Context: an optimization exercise on an open-source flow, tuned for small area. The choices shown serve that exercise and are no tape-out recipe. Where RTL was checked, it was by simulation tests only, not by an equivalence proof against the original. Power figures rest on the tool's default switching activity, not on a simulated workload.

==> inputs of build 21 <==
==> flow/design.v <==
package ysyx_23060184_rf_pkg;
  typedef enum logic {RF_CLEAR, RF_RUN} rf_state_t;
  localparam logic [31:0] RF_ZERO_VAL = 32'h0;
  localparam int RF_A5_E = 15;
  localparam int RF_A7_I = 17;
endpackage
module ysyx_23060184_regfile_mp #(
  parameter int ADDR_WIDTH = 5,
  parameter int DATA_WIDTH = 32,
  parameter int NR_READ    = 2,
  parameter int ECALL_REG  = ysyx_23060184_rf_pkg::RF_A5_E
) (
  input  logic                          clk,
  input  logic                          rst,
  input  logic                          wen,
  input  logic [ADDR_WIDTH-1:0]         waddr,
  input  logic [DATA_WIDTH-1:0]         wdata,
  input  logic [NR_READ*ADDR_WIDTH-1:0] raddr,
  input  logic                          ecall,
  output logic [NR_READ*DATA_WIDTH-1:0] rdata,
  input  logic                          issue_en,
  input  logic [ADDR_WIDTH-1:0]         issue_rd,
  output logic [NR_READ-1:0]            rbusy,
  output logic                          ready
);
  localparam int NUM = 32;
  logic       r_run;
  logic [4:0] r_lfsr;
  always_ff @(posedge clk or posedge rst) begin
    if (rst) begin
      r_run  <= 1'b0;
      r_lfsr <= 5'd1;
    end else begin
      r_lfsr <= {r_lfsr[3:0], r_lfsr[4] ^ r_lfsr[2]};
      if (r_lfsr == 5'd16) r_run <= 1'b1;
    end
  end
  assign ready = r_run;
  logic [NUM-1:1]        w_we;
  logic [NUM-1:1]        w_iss;
  logic [DATA_WIDTH-1:0] w_wd;
  logic [DATA_WIDTH-1:0] r_mem [1:NUM-1];
  logic [NUM-1:1]        w_we2;
  ysyx_23060184_rf_wdec u_wdec (.i_run(r_run), .i_en(wen), .i_addr(waddr), .o_sel(w_we),
                                .o_sel2(w_we2));
  assign w_wd = wdata & {DATA_WIDTH{r_run}};
  always_ff @(posedge clk) begin
    for (int j = 1; j < NUM; j++) begin
      if (w_we[j])  r_mem[j][DATA_WIDTH/2-1:0]          <= w_wd[DATA_WIDTH/2-1:0];
      if (w_we2[j]) r_mem[j][DATA_WIDTH-1:DATA_WIDTH/2] <= w_wd[DATA_WIDTH-1:DATA_WIDTH/2];
    end
  end
  logic [NUM-1:1] r_idle;
  logic [NUM-1:1] w_iss_n;
  assign w_iss_n = ~w_iss;
  logic [NUM-1:1] w_iss2;   
  ysyx_23060184_rf_dec u_idec (.i_en(r_run & issue_en), .i_addr(issue_rd), .o_sel(w_iss),
                               .o_sel2(w_iss2));
  always_ff @(posedge clk) begin
    r_idle <= (r_idle | w_we2) & w_iss_n;
  end
  logic [4:0] w_ra [2];
  assign w_ra[0] = raddr[4:0];
  assign w_ra[1] = ecall ? 5'(ECALL_REG) : raddr[9:5];
  for (genvar g = 0; g < 2; g++) begin : g_rd
    logic [NUM-1:1] w_sel;
    logic           w_any;
    logic [NUM-1:1] w_sel2;
    ysyx_23060184_rf_dec u_dec (.i_en(r_run), .i_addr(w_ra[g]), .o_sel(w_sel), .o_sel2(w_sel2));
    assign w_any = r_run & (|w_ra[g]);
    for (genvar b = 0; b < DATA_WIDTH; b++) begin : g_bit
      logic [NUM-1:1] w_col;
      for (genvar j = 1; j < NUM; j++) begin : g_col
        assign w_col[j] = r_mem[j][b];
      end
      ysyx_23060184_rf_aomux u_mux (.i_sel(b < DATA_WIDTH/2 ? w_sel : w_sel2), .i_d(w_col),
                                    .o_y(rdata[g*DATA_WIDTH + b]));
    end
    ysyx_23060184_rf_aomux_n u_bmux (.i_sel(w_sel2), .i_any(w_any), .i_dn(r_idle), .o_y(rbusy[g]));
  end
endmodule
module ysyx_23060184_rf_dec (
  input  logic        i_en,
  input  logic [4:0]  i_addr,
  output logic [31:1] o_sel,
  output logic [31:1] o_sel2
);
  logic [3:0] w_lo;
  logic [7:0] w_hi;
  ysyx_23060184_rf_predec u_pre (.i_lo_on(i_en), .i_lo_force(1'b0), .i_hi_force(1'b0),
                                 .i_addr(i_addr), .o_lo(w_lo), .o_hi(w_hi));
  for (genvar j = 1; j < 32; j++) begin : g_sel
    logic w_n;
    ysyx_23060184_rf_nand2 u_nand (.i_a(w_lo[j % 4]), .i_b(w_hi[j / 4]), .o_n(w_n));
    ysyx_23060184_rf_inv u_inv (.i_a(w_n), .o_y(o_sel[j]));
    ysyx_23060184_rf_inv u_inv2 (.i_a(w_n), .o_y(o_sel2[j]));
  end
endmodule
module ysyx_23060184_rf_wdec (
  input  logic        i_run,
  input  logic        i_en,
  input  logic [4:0]  i_addr,
  output logic [31:1] o_sel,
  output logic [31:1] o_sel2
);
  logic [3:0] w_lo;
  logic [7:0] w_hi;
  ysyx_23060184_rf_predec u_pre (.i_lo_on(i_en), .i_lo_force(~i_run), .i_hi_force(~i_run),
                                 .i_addr(i_addr), .o_lo(w_lo), .o_hi(w_hi));
  for (genvar j = 1; j < 32; j++) begin : g_sel
    logic w_n;
    ysyx_23060184_rf_nand2 u_nand (.i_a(w_lo[j % 4]), .i_b(w_hi[j / 4]), .o_n(w_n));
    ysyx_23060184_rf_inv u_inv (.i_a(w_n), .o_y(o_sel[j]));
    ysyx_23060184_rf_inv u_inv2 (.i_a(w_n), .o_y(o_sel2[j]));
  end
endmodule
module ysyx_23060184_rf_predec (
  input  logic       i_lo_on,
  input  logic       i_lo_force,
  input  logic       i_hi_force,
  input  logic [4:0] i_addr,
  output logic [3:0] o_lo,
  output logic [7:0] o_hi
);
  always_comb begin
    for (int k = 0; k < 4; k++)
      o_lo[k] = i_lo_force || (i_lo_on && i_addr[1:0] == 2'(k));
    for (int k = 0; k < 8; k++)
      o_hi[k] = i_hi_force || (i_addr[4:2] == 3'(k));
  end
endmodule
module ysyx_23060184_rf_nand2 (
  input  logic i_a,
  input  logic i_b,
  output logic o_n
);
  assign o_n = ~(i_a & i_b);
endmodule
module ysyx_23060184_rf_inv (
  input  logic i_a,
  output logic o_y
);
  assign o_y = ~i_a;
endmodule
module ysyx_23060184_rf_aomux (
  input  logic [31:1] i_sel,
  input  logic [31:1] i_d,
  output logic        o_y
);
  logic [10:0] w_n;
  for (genvar k = 0; k < 10; k++) begin : g_grp
    ysyx_23060184_rf_aoi222 u_aoi (.i_s(i_sel[3*k+1 +: 3]), .i_d(i_d[3*k+1 +: 3]), .o_n(w_n[k]));
  end
  assign w_n[10] = ~(i_sel[31] & i_d[31]);
  ysyx_23060184_rf_nand11 u_nand (.i_n(w_n), .o_y(o_y));
endmodule
module ysyx_23060184_rf_nand11 (
  input  logic [10:0] i_n,
  output logic        o_y
);
  assign o_y = ~&i_n;
endmodule
module ysyx_23060184_rf_aomux_n (
  input  logic [31:1] i_sel,
  input  logic        i_any,
  input  logic [31:1] i_dn,
  output logic        o_y
);
  logic [11:0] w_p;
  for (genvar k = 0; k < 10; k++) begin : g_grp
    ysyx_23060184_rf_aoi222 u_aoi (.i_s(i_sel[3*k+1 +: 3]), .i_d(i_dn[3*k+1 +: 3]), .o_n(w_p[k]));
  end
  assign w_p[10] = ~(i_sel[31] & i_dn[31]);
  assign w_p[11] = i_any;
  ysyx_23060184_rf_and12 u_and (.i_p(w_p), .o_y(o_y));
endmodule
module ysyx_23060184_rf_aoi222 (
  input  logic [2:0] i_s,
  input  logic [2:0] i_d,
  output logic       o_n
);
  assign o_n = ~|(i_s & i_d);
endmodule
module ysyx_23060184_rf_and12 (
  input  logic [11:0] i_p,
  output logic        o_y
);
  logic [2:0] w_n;
  for (genvar k = 0; k < 3; k++) begin : g_n
    ysyx_23060184_rf_nand4 u_n (.i_a(i_p[4*k +: 4]), .o_n(w_n[k]));
  end
  ysyx_23060184_rf_nor3 u_o (.i_a(w_n), .o_y(o_y));
endmodule
module ysyx_23060184_rf_nand4 (
  input  logic [3:0] i_a,
  output logic       o_n
);
  assign o_n = ~&i_a;
endmodule
module ysyx_23060184_rf_nor3 (
  input  logic [2:0] i_a,
  output logic       o_y
);
  assign o_y = ~|i_a;
endmodule
==> flow/flow/run.sh <==
#!/bin/bash
# Standard ORFS layout with buf_1 port buffers, a clock tree of clkbuf_8 leaves without
# dummy loads.
set -euo pipefail
export BUFFER_PORTS_ARGS="-buffer_cell sky130_fd_sc_hd__buf_1"
export CTS_ARGS="-sink_clustering_enable -repair_clock_nets -dont_use_dummy_load -root_buf sky130_fd_sc_hd__clkbuf_16 -buf_list sky130_fd_sc_hd__clkbuf_8 -sink_clustering_size 16 -sink_clustering_max_diameter 60"
bash standard.sh > orfs_make.log 2>&1
==> flow/standard.sh <==
#!/bin/bash
# synth_recipe.tcl (not shown) runs the flow's synth.tcl, then flattens the netlist and writes it again
# the make line also repeats each setting of config.mk as NAME=value (left out here)
make -C /OpenROAD-flow-scripts/flow DESIGN_CONFIG=/design/flow/config.mk WORK_HOME=/design/flow/orfs CLKGATE_MAP_FILE= SYNTH_SCRIPT=/design/flow/synth_recipe.tcl "${@:-finish}"
==> flow/config.mk <==
export PLATFORM = sky130hd
export DESIGN_NAME = ysyx_23060184_regfile_mp
export DESIGN_NICKNAME = ysyx_23060184_regfile_mp
export VERILOG_FILES = /design/flow/design.v
export SDC_FILE = /design/flow/constraint.sdc
export NUM_CORES = 4
export LEC_CHECK = 0
export CAP_MARGIN = 20
export CORE_MARGIN = 2
export CORE_UTILIZATION = 60
export SLEW_MARGIN = 20
export SYNTH_HIERARCHICAL = 1
export SYNTH_MINIMUM_KEEP_SIZE = 0
==> flow/constraint.sdc <==
create_clock -name core_clock -period 6.0 [get_ports {clk}]
set_input_delay 1.2000 -clock core_clock [delete_from_list [all_inputs] [get_ports {clk}]]
set_output_delay 1.2000 -clock core_clock [all_outputs]
set_load 0.01 [all_outputs]
==> inputs of trial 13, as changes to build 21 <==
==> flow/design.v, changed modules only <==
module ysyx_23060184_regfile_mp #(
  parameter int ADDR_WIDTH = 5,
  parameter int DATA_WIDTH = 32,
  parameter int NR_READ    = 2,
  parameter int ECALL_REG  = ysyx_23060184_rf_pkg::RF_A5_E
) (
  input  logic                          clk,
  input  logic                          rst,
  input  logic                          wen,
  input  logic [ADDR_WIDTH-1:0]         waddr,
  input  logic [DATA_WIDTH-1:0]         wdata,
  input  logic [NR_READ*ADDR_WIDTH-1:0] raddr,
  input  logic                          ecall,
  output logic [NR_READ*DATA_WIDTH-1:0] rdata,
  input  logic                          issue_en,
  input  logic [ADDR_WIDTH-1:0]         issue_rd,
  output logic [NR_READ-1:0]            rbusy,
  output logic                          ready
);
  localparam int NUM = 32;
  logic       r_run;
  logic [4:0] r_lfsr;
  always_ff @(posedge clk or posedge rst) begin
    if (rst) begin
      r_run  <= 1'b0;
      r_lfsr <= 5'd1;
    end else begin
      r_lfsr <= {r_lfsr[3:0], r_lfsr[4] ^ r_lfsr[2]};
      if (r_lfsr == 5'd16) r_run <= 1'b1;
    end
  end
  assign ready = r_run;
  logic [NUM-1:1]        w_we;
  logic [NUM-1:1]        w_iss;
  logic [DATA_WIDTH-1:0] w_wd;
  logic [DATA_WIDTH-1:0] r_mem [1:NUM-1];
  ysyx_23060184_rf_wdec u_wdec (.i_run(r_run), .i_en(wen), .i_addr(waddr), .o_sel(w_we));
  assign w_wd = wdata & {DATA_WIDTH{r_run}};
  always_ff @(posedge clk) begin
    for (int j = 1; j < NUM; j++)
      if (w_we[j]) r_mem[j] <= w_wd;
  end
  logic [NUM-1:1] r_idle;
  logic [NUM-1:1] w_iss_n;
  assign w_iss_n = ~w_iss;
  ysyx_23060184_rf_dec u_idec (.i_en(r_run & issue_en), .i_addr(issue_rd), .o_sel(w_iss));
  always_ff @(posedge clk) begin
    r_idle <= (r_idle | w_we) & w_iss_n;
  end
  logic [4:0] w_ra [2];
  assign w_ra[0] = raddr[4:0];
  assign w_ra[1] = ecall ? 5'(ECALL_REG) : raddr[9:5];
  for (genvar g = 0; g < 2; g++) begin : g_rd
    logic [NUM-1:1] w_sel;
    logic           w_any;
    ysyx_23060184_rf_dec u_dec (.i_en(r_run), .i_addr(w_ra[g]), .o_sel(w_sel));
    assign w_any = r_run & (|w_ra[g]);
    for (genvar b = 0; b < DATA_WIDTH; b++) begin : g_bit
      logic [NUM-1:1] w_col;
      for (genvar j = 1; j < NUM; j++) begin : g_col
        assign w_col[j] = r_mem[j][b];
      end
      ysyx_23060184_rf_aomux u_mux (.i_sel(w_sel), .i_d(w_col), .o_y(rdata[g*DATA_WIDTH + b]));
    end
    ysyx_23060184_rf_aomux_n u_bmux (.i_sel(w_sel), .i_any(w_any), .i_dn(r_idle), .o_y(rbusy[g]));
  end
endmodule
module ysyx_23060184_rf_dec (
  input  logic        i_en,
  input  logic [4:0]  i_addr,
  output logic [31:1] o_sel
);
  logic [3:0] w_lo_n;
  logic [7:0] w_hi_n;
  ysyx_23060184_rf_predec u_pre (.i_lo_on(i_en), .i_lo_force(1'b0), .i_hi_force(1'b0),
                                 .i_addr(i_addr), .o_lo_n(w_lo_n), .o_hi_n(w_hi_n));
  for (genvar j = 1; j < 32; j++) begin : g_sel
    ysyx_23060184_rf_nor2 u_nor (.i_a(w_lo_n[j % 4]), .i_b(w_hi_n[j / 4]), .o_y(o_sel[j]));
  end
endmodule
module ysyx_23060184_rf_wdec (
  input  logic        i_run,
  input  logic        i_en,
  input  logic [4:0]  i_addr,
  output logic [31:1] o_sel
);
  logic [3:0] w_lo_n;
  logic [7:0] w_hi_n;
  ysyx_23060184_rf_predec u_pre (.i_lo_on(i_en), .i_lo_force(~i_run), .i_hi_force(~i_run),
                                 .i_addr(i_addr), .o_lo_n(w_lo_n), .o_hi_n(w_hi_n));
  for (genvar j = 1; j < 32; j++) begin : g_sel
    ysyx_23060184_rf_nor2 u_nor (.i_a(w_lo_n[j % 4]), .i_b(w_hi_n[j / 4]), .o_y(o_sel[j]));
  end
endmodule
module ysyx_23060184_rf_predec (
  input  logic       i_lo_on,
  input  logic       i_lo_force,
  input  logic       i_hi_force,
  input  logic [4:0] i_addr,
  output logic [3:0] o_lo_n,
  output logic [7:0] o_hi_n
);
  always_comb begin
    for (int k = 0; k < 4; k++)
      o_lo_n[k] = !(i_lo_force || (i_lo_on && i_addr[1:0] == 2'(k)));
    for (int k = 0; k < 8; k++)
      o_hi_n[k] = !(i_hi_force || (i_addr[4:2] == 3'(k)));
  end
endmodule
module ysyx_23060184_rf_nor2 (
  input  logic i_a,
  input  logic i_b,
  output logic o_y
);
  assign o_y = ~(i_a | i_b);
endmodule
// module ysyx_23060184_rf_nand2 removed
// module ysyx_23060184_rf_inv removed
==> inputs of trial 94, as changes to build 21 <==
==> flow/design.v, changed modules only <==
module ysyx_23060184_regfile_mp #(
  parameter int ADDR_WIDTH = 5,
  parameter int DATA_WIDTH = 32,
  parameter int NR_READ    = 2,
  parameter int ECALL_REG  = ysyx_23060184_rf_pkg::RF_A5_E
) (
  input  logic                          clk,
  input  logic                          rst,
  input  logic                          wen,
  input  logic [ADDR_WIDTH-1:0]         waddr,
  input  logic [DATA_WIDTH-1:0]         wdata,
  input  logic [NR_READ*ADDR_WIDTH-1:0] raddr,
  input  logic                          ecall,
  output logic [NR_READ*DATA_WIDTH-1:0] rdata,
  input  logic                          issue_en,
  input  logic [ADDR_WIDTH-1:0]         issue_rd,
  output logic [NR_READ-1:0]            rbusy,
  output logic                          ready
);
  localparam int NUM = 32;
  logic       r_run;
  logic [4:0] r_lfsr;
  always_ff @(posedge clk or posedge rst) begin
    if (rst) begin
      r_run  <= 1'b0;
      r_lfsr <= 5'd1;
    end else begin
      r_lfsr <= {r_lfsr[3:0], r_lfsr[4] ^ r_lfsr[2]};
      if (r_lfsr == 5'd16) r_run <= 1'b1;
    end
  end
  assign ready = r_run;
  logic [NUM-1:1]        w_we;
  logic [NUM-1:1]        w_iss;
  logic [DATA_WIDTH-1:0] w_wd;
  logic [DATA_WIDTH-1:0] r_mem [1:NUM-1];
  ysyx_23060184_rf_wdec u_wdec (.i_run(r_run), .i_en(wen), .i_addr(waddr), .o_sel(w_we));
  assign w_wd = wdata & {DATA_WIDTH{r_run}};
  always_ff @(posedge clk) begin
    for (int j = 1; j < NUM; j++)
      if (w_we[j]) r_mem[j] <= w_wd;
  end
  logic [NUM-1:1] r_idle;
  logic [NUM-1:1] w_iss_n;
  assign w_iss_n = ~w_iss;
  ysyx_23060184_rf_dec u_idec (.i_en(r_run & issue_en), .i_addr(issue_rd), .o_sel(w_iss));
  always_ff @(posedge clk) begin
    r_idle <= (r_idle | w_we) & w_iss_n;
  end
  logic [4:0] w_ra [2];
  assign w_ra[0] = raddr[4:0];
  assign w_ra[1] = ecall ? 5'(ECALL_REG) : raddr[9:5];
  for (genvar g = 0; g < 2; g++) begin : g_rd
    logic [NUM-1:1] w_sel;
    logic           w_any;
    ysyx_23060184_rf_dec u_dec (.i_en(r_run), .i_addr(w_ra[g]), .o_sel(w_sel));
    assign w_any = r_run & (|w_ra[g]);
    for (genvar b = 0; b < DATA_WIDTH; b++) begin : g_bit
      logic [NUM-1:1] w_col;
      for (genvar j = 1; j < NUM; j++) begin : g_col
        assign w_col[j] = r_mem[j][b];
      end
      ysyx_23060184_rf_aomux u_mux (.i_sel(w_sel), .i_d(w_col), .o_y(rdata[g*DATA_WIDTH + b]));
    end
    ysyx_23060184_rf_aomux_n u_bmux (.i_sel(w_sel), .i_any(w_any), .i_dn(r_idle), .o_y(rbusy[g]));
  end
endmodule
module ysyx_23060184_rf_dec (
  input  logic        i_en,
  input  logic [4:0]  i_addr,
  output logic [31:1] o_sel
);
  always_comb
    for (int j = 1; j < 32; j++) o_sel[j] = i_en && (i_addr == 5'(j));
endmodule
module ysyx_23060184_rf_wdec (
  input  logic        i_run,
  input  logic        i_en,
  input  logic [4:0]  i_addr,
  output logic [31:1] o_sel
);
  logic [3:0] w_lo;
  logic [7:0] w_hi;
  always_comb begin
    for (int k = 0; k < 4; k++) w_lo[k] = !i_run || (i_en && i_addr[1:0] == 2'(k));
    for (int k = 0; k < 8; k++) w_hi[k] = !i_run || (i_addr[4:2] == 3'(k));
    for (int j = 1; j < 32; j++) o_sel[j] = w_lo[j % 4] && w_hi[j / 4];
  end
endmodule
// module ysyx_23060184_rf_predec removed
// module ysyx_23060184_rf_nand2 removed
// module ysyx_23060184_rf_inv removed
==> flow/flow/run.sh (replaced) <==
#!/bin/bash
# Standard ORFS layout with buf_1 port buffers and a clock tree of clkbuf_8 leaves, no dummy loads.
set -euo pipefail
export BUFFER_PORTS_ARGS="-buffer_cell sky130_fd_sc_hd__buf_1"
export CTS_ARGS="-sink_clustering_enable -repair_clock_nets -dont_use_dummy_load -root_buf sky130_fd_sc_hd__clkbuf_16 -buf_list sky130_fd_sc_hd__clkbuf_8 -sink_clustering_size 14 -sink_clustering_max_diameter 50"
bash standard.sh > orfs_make.log 2>&1
Settings changed: CORE_UTILIZATION 60 to 75.
==> qor summary <==
Run status: trial 13 no timing/DRC/antenna violations; build 21 complete, but fails checks; trial 94 no timing/DRC/antenna violations
Reasons for failing layout checks: trial 13 -; build 21 antenna rules; trial 94 -
Detailed-routing iteration count for the pre-antenna-repair pass: trial 13 13; build 21 13; trial 94 17
Final net count: trial 13 2,730; build 21 2,901; trial 94 2,671
Part of the power in registers: trial 13 0.651; build 21 0.660; trial 94 0.674
Area of all placed cells without fillers: trial 13 45,200 um^2; build 21 44,700 um^2; trial 94 44,900 um^2
Post-synthesis sequential area ratio: trial 13 0.756; build 21 -; trial 94 0.755
Post-Synthesis Cell Area: trial 13 40,400 um^2; build 21 41,400 um^2; trial 94 40,500 um^2
Power Total: trial 13 11,900 uW; build 21 11,800 uW; trial 94 11,500 uW
Worst Hold Margin: trial 13 0.400 ns; build 21 0.401 ns; trial 94 0.392 ns
Sw power: trial 13 2770 uW; build 21 2660 uW; trial 94 2250 uW
Multi-input gate area in the final layout: trial 13 10,600 um^2; build 21 10,100 um^2; trial 94 10,700 um^2
Total number of cells along the worst setup path: trial 13 10; build 21 10; trial 94 8
Clock slew at reported path FFs: trial 13 0.09 ns; build 21 0.09 ns; trial 94 0.08 ns
Total CTS buffers: trial 13 76; build 21 76; trial 94 90
Die extent in y: trial 13 264 um; build 21 267 um; trial 94 236 um
Number of flip-flops and latches in the synthesized netlist: trial 13 1,029; build 21 -; trial 94 1,029
Share of cell area taken by flip-flops and latches: trial 13 0.677; build 21 0.684; trial 94 0.681
Routed via count: trial 13 30,700; build 21 30,200; trial 94 31,200
GR Util met2: trial 13 0.659; build 21 0.564; trial 94 0.722
Overall routing resource usage: trial 13 0.429; build 21 0.387; trial 94 0.489
Total instance count after detailed placement: trial 13 3,465; build 21 3,647; trial 94 3,205
Power per Cell Area: trial 13 264 nW/um^2; build 21 264 nW/um^2; trial 94 256 nW/um^2
Post-detailed-route via-to-cell ratio: trial 13 8.64; build 21 8.09; trial 94 9.42
Number of cell rows: trial 13 95; build 21 96; trial 94 85
# clk buffers: trial 13 76; build 21 76; trial 94 90
Antenna violations before repair: trial 13 6; build 21 11; trial 94 4
Only the layout flow was run in trial 94; the RTL was not checked for function there.

-- port drivers added, routing unchanged --
The flow's constraints put no driver on any port. The routed layouts listed below were extracted and timed again, unchanged, in two steps. Step 1: set_driving_cell puts a clkbuf_16 on clk and a buf_2 on each other input, an assumption about the parent block. Step 2 also shifts input and output timing later by t, the mid clock arrival at the registers, as if the neighbouring blocks saw the same clock. Slacks: ideal ports / drivers / drivers and shift; pairs: ideal ports / drivers.
run	shift t [ns]	setup slack, ns	worst setup path at the end
build 21	0.664	0.228 / 0.207 / 0.207	input to output
trial 13	0.662	0.464 / 0.439 / 0.439	input to output
trial 94	0.671	0.257 / 0.202 / 0.234	input to output
The setup slack of trial 13, which loses most, moves by -0.025 ns with the drivers and by -0.025 ns with both steps.
